Source: an optimization exercise on an open RTL-to-GDS flow (aim: small area). Production flows keep margins and buffers that such runs may drop. In this exercise RTL edits were held to simulation tests only and were not proved equivalent to the original. The flow treats the clock pin as an ideal source, which a real chip does not have. No activity file was given, so power comes from the tool's default toggle rates.

==> flow/design.v <==
`default_nettype none
package noc_pkg;
    parameter int data_w = 8;
    parameter int pkt_elems = 4;
    typedef enum logic [1:0] {
        mode_pass = 2'b00,
        mode_pad1 = 2'b01,
        mode_pad2 = 2'b10
    } op_mode_t;
endpackage
`default_nettype wire
`default_nettype none
module noc_aoi222 (
    input  logic [2:0] s,
    input  logic [2:0] d,
    output logic       y_n
);
    assign y_n = ~|(s & d);
endmodule
`default_nettype wire
`default_nettype none
module noc_slot_ctl (
    input  logic load_p,
    input  logic load_n,
    input  logic advance_p,
    input  logic advance_n,
    output logic load,
    output logic advance,
    output logic hold
);
    assign load    = ~load_n;
    assign advance = ~advance_n;
    assign hold    = ~(load_p | advance_p);
endmodule
`default_nettype wire
`default_nettype none
module noc_top #(
    parameter  int rows       = 4,
    parameter  int cols       = 6,
    parameter  int line_elems = 16,
    localparam int num_lines  = rows + cols - 1
) (
    input  logic                  clk,
    input  logic                  rst_n,
    input  logic                  start_conv,
    input  logic [1:0]            mode_in,
    input  logic [num_lines*line_elems*noc_pkg::data_w-1:0] ifmap_data_in,
    input  logic [rows*cols-1:0]  pe_full,
    input  logic                  conv_complete,
    output logic [num_lines-1:0]  bus_valid,
    output logic [noc_pkg::pkt_elems*noc_pkg::data_w-1:0] bus_data,
    output logic                  free_ifmap_buffer,
    output logic                  busy
);
    localparam int dw     = noc_pkg::data_w;
    localparam int pe     = noc_pkg::pkt_elems;
    localparam int groups = line_elems / pe;
    logic       busy_q;
    logic       load_q;
    logic [3:0] line_q;
    logic [1:0] group_q;
    logic       load;
    logic       stream;
    logic       advance;
    logic       last;
    assign load   = start_conv & ~busy_q;
    assign stream = busy_q & ~load_q;
    assign busy   = busy_q;
    logic [num_lines-1:0] diag_full;
    always_comb begin
        diag_full = '0;
        for (int r = 0; r < rows; r++)
            for (int c = 0; c < cols; c++)
                diag_full[r + c] = diag_full[r + c] | pe_full[r * cols + c];
    end
    logic [num_lines-1:0] line_oh;
    always_comb
        for (int d = 0; d < num_lines; d++) line_oh[d] = (line_q == 4'(d));
    assign bus_valid = stream ? (line_oh & ~diag_full) : '0;
    assign advance   = |bus_valid;
    assign last      = line_oh[num_lines-1] & (group_q == 2'(groups - 1));
    always_ff @(posedge clk or negedge rst_n) begin
        if (!rst_n) begin
            busy_q  <= 1'b0;
            load_q  <= 1'b0;
            line_q  <= '0;
            group_q <= '0;
        end else begin
            load_q <= load;
            if (load)
                busy_q <= 1'b1;
            else if (advance && last)
                busy_q <= 1'b0;
            if (advance) begin
                if (line_oh[num_lines-1]) begin
                    line_q  <= '0;
                    group_q <= group_q + 2'd1;
                end else begin
                    line_q  <= line_q + 4'd1;
                end
            end
        end
    end
    always_ff @(posedge clk or negedge rst_n) begin
        if (!rst_n) free_ifmap_buffer <= 1'b0;
        else        free_ifmap_buffer <= conv_complete;
    end
    localparam int slots = num_lines * groups;
    localparam int pw    = pe * dw;
    logic [slots-1:0][pw-1:0] ring_q;
    logic [slots-1:0][pw-1:0] ring_d;
    logic [slots-1:0][pw-1:0] ring_in;
    logic       inv_q;
    logic       s1_q;
    logic       s2_q;
    logic       load_n;
    logic       advance_n;
    assign load_n    = ~load;
    assign advance_n = ~advance;
    always_comb
        for (int l = 0; l < num_lines; l++)
            for (int g = 0; g < groups; g++)
                ring_in[g * num_lines + l] = ifmap_data_in[(l * line_elems + g * pe) * dw +: pw];
    for (genvar p = 0; p < slots; p++) begin : g_slot
        logic [2:0] sel;
        noc_slot_ctl u_ctl (
            .load_p    (load),
            .load_n    (load_n),
            .advance_p (advance),
            .advance_n (advance_n),
            .load      (sel[2]),
            .advance   (sel[1]),
            .hold      (sel[0])
        );
        for (genvar b = 0; b < pw; b++) begin : g_bit
            noc_aoi222 u_cell (
                .s   (sel),
                .d   ({ring_in[p][b], ring_q[(p + 1) % slots][b], ring_q[p][b]}),
                .y_n (ring_d[p][b])
            );
        end
    end
    always_ff @(posedge clk) begin
        ring_q <= ring_d;
        inv_q  <= load | ~inv_q;
        if (load) begin
            s1_q <= (mode_in == 2'd1);
            s2_q <= (mode_in == 2'd2);
        end
    end
    logic       gfirst;
    logic [2:0] line_ok;
    assign gfirst  = (group_q == 2'd0);
    assign line_ok = {~(line_oh[0] | line_oh[1]), ~line_oh[0], 1'b1};
    for (genvar i = 0; i < pe; i++) begin : g_out
        logic [2:0] take;
        logic       inv_b;
        assign take[0] = ~s1_q & ~s2_q;
        assign take[1] = s1_q & line_ok[1] & ~(gfirst && i < 1);
        assign take[2] = s2_q & line_ok[2] & ~(gfirst && i < 2);
        assign inv_b   = inv_q & (|take);
        for (genvar b = 0; b < dw; b++) begin : g_bit
            logic [2:0] src;
            logic       y_n;
            assign src[0] = ring_q[0][i * dw + b];
            if (i < 1) begin : g_s1_prev
                assign src[1] = ring_q[slots - num_lines - 1][(i + 3) * dw + b];
            end else begin : g_s1_cur
                assign src[1] = ring_q[slots - 1][(i - 1) * dw + b];
            end
            if (i < 2) begin : g_s2_prev
                assign src[2] = ring_q[slots - num_lines - 2][(i + 2) * dw + b];
            end else begin : g_s2_cur
                assign src[2] = ring_q[slots - 2][(i - 2) * dw + b];
            end
            noc_aoi222 u_mux (
                .s   (take),
                .d   (src),
                .y_n (y_n)
            );
            assign bus_data[i * dw + b] = ~(y_n ^ inv_b);
        end
    end
endmodule
`default_nettype wire
export LEC_CHECK = 0
export CAP_MARGIN = 20
export CORE_AREA = 10 10 420 420
export DIE_AREA = 0 0 430 430
export PLACE_DENSITY = 0.6
export SLEW_MARGIN = 20
export SYNTH_HIERARCHICAL = 1
export SYNTH_MINIMUM_KEEP_SIZE = 0
create_clock -name core_clock -period 7.0 [get_ports {clk}]
standard.sh (not shown) runs the stock make flow with config.mk's settings and CLKGATE_MAP_FILE= SYNTH_SCRIPT=/design/flow/synth_recipe.tcl, a recipe that flattens the netlist after the stock synthesis.
==> flow/flow/run.sh <==
#!/bin/bash
# Standard layout with three changes: the port buffers are the smallest buffer
# cell; clock tree synthesis uses one mid-size clock buffer in clusters of at
# most 16 sinks, without dummy loads; and the placement and routing steps buffer
# any net with more than 64 loads.
set -euo pipefail
F="$PWD/flow/fanout.tcl"
export PRE_GLOBAL_PLACE_TCL="$F" PRE_RESIZE_TCL="$F" PRE_CTS_TCL="$F" PRE_GLOBAL_ROUTE_TCL="$F"
export BUFFER_PORTS_ARGS="-buffer_cell sky130_fd_sc_hd__buf_1"
export CTS_ARGS="-sink_clustering_enable -repair_clock_nets -dont_use_dummy_load -buf_list {sky130_fd_sc_hd__clkbuf_8} -sink_clustering_size 16 -sink_clustering_max_diameter 80"
bash standard.sh "BUFFER_PORTS_ARGS=$BUFFER_PORTS_ARGS" "CTS_ARGS=$CTS_ARGS" finish > make_finish.log 2>&1
==> flow/flow/fanout.tcl <==
# Keeps repair_design from leaving nets of hundreds of pins.
set_max_fanout 64 [current_design]
The baseline went through all stages and came out clean.
Change:
--- a/flow/design.v
+++ b/flow/design.v
@@ -14,25 +14,10 @@
     input  logic [2:0] s,
     input  logic [2:0] d,
     output logic       y_n
 );
     assign y_n = ~|(s & d);
-endmodule
-`default_nettype wire
-`default_nettype none
-module noc_slot_ctl (
-    input  logic load_p,
-    input  logic load_n,
-    input  logic advance_p,
-    input  logic advance_n,
-    output logic load,
-    output logic advance,
-    output logic hold
-);
-    assign load    = ~load_n;
-    assign advance = ~advance_n;
-    assign hold    = ~(load_p | advance_p);
 endmodule
 `default_nettype wire
 `default_nettype none
 module noc_top #(
     parameter  int rows       = 4,
@@ -111,32 +96,20 @@
     logic [slots-1:0][pw-1:0] ring_d;
     logic [slots-1:0][pw-1:0] ring_in;
     logic       inv_q;
     logic       s1_q;
     logic       s2_q;
-    logic       load_n;
-    logic       advance_n;
-    assign load_n    = ~load;
-    assign advance_n = ~advance;
+    logic       hold;
+    assign hold = ~load & ~advance;
     always_comb
         for (int l = 0; l < num_lines; l++)
             for (int g = 0; g < groups; g++)
                 ring_in[g * num_lines + l] = ifmap_data_in[(l * line_elems + g * pe) * dw +: pw];
     for (genvar p = 0; p < slots; p++) begin : g_slot
-        logic [2:0] sel;
-        noc_slot_ctl u_ctl (
-            .load_p    (load),
-            .load_n    (load_n),
-            .advance_p (advance),
-            .advance_n (advance_n),
-            .load      (sel[2]),
-            .advance   (sel[1]),
-            .hold      (sel[0])
-        );
         for (genvar b = 0; b < pw; b++) begin : g_bit
             noc_aoi222 u_cell (
-                .s   (sel),
+                .s   ({load, advance, hold}),
                 .d   ({ring_in[p][b], ring_q[(p + 1) % slots][b], ring_q[p][b]}),
                 .y_n (ring_d[p][b])
             );
         end
     end
Effect:
- utilization is lower by 0.21 points
- clock power is lower slightly
- routed wire length is lower by about a fifth
- non-clock buffer count is higher by 24
- count of clock-buffer cells in the layout is higher by 1
- die area is unchanged
- synthesized area is lower slightly
- synthesized cell count is lower by a few percent
- maximum frequency is higher by a few percent

-- afterwards: timing with drivers on the ports --
Ports are ideal in the flow. The routed layouts listed here were re-timed in OpenROAD.
Step 1 sets driving cells, clkbuf_16 on the clock port and buf_2 on the other inputs (assumed; they add their load-dependent delay and slew).
Step 2, shift: input delay + t, output delay - t, t = (earliest + latest rising clock arrival at the registers) / 2. This alone moves slack from input paths to output paths.
a / b / c = ideal / step 1 / step 2; a / b = the first two.
run	shift t [ns]	slack for setup (ns)	latest minus earliest clock arrival (ns)	worst slew at a driven data input, ns	pins driven straight from the clock port
the first run	0.882	1.569 / 1.486 / 1.458	0.114 / 0.114	0.32	1
the second run	0.876	1.741 / 1.671 / 2.303	0.096 / 0.096	0.24	1
After both steps every run listed still meets setup and hold. The setup slack of the first run, which loses most, moves by -0.083 ns with the drivers and by -0.111 ns with both steps.
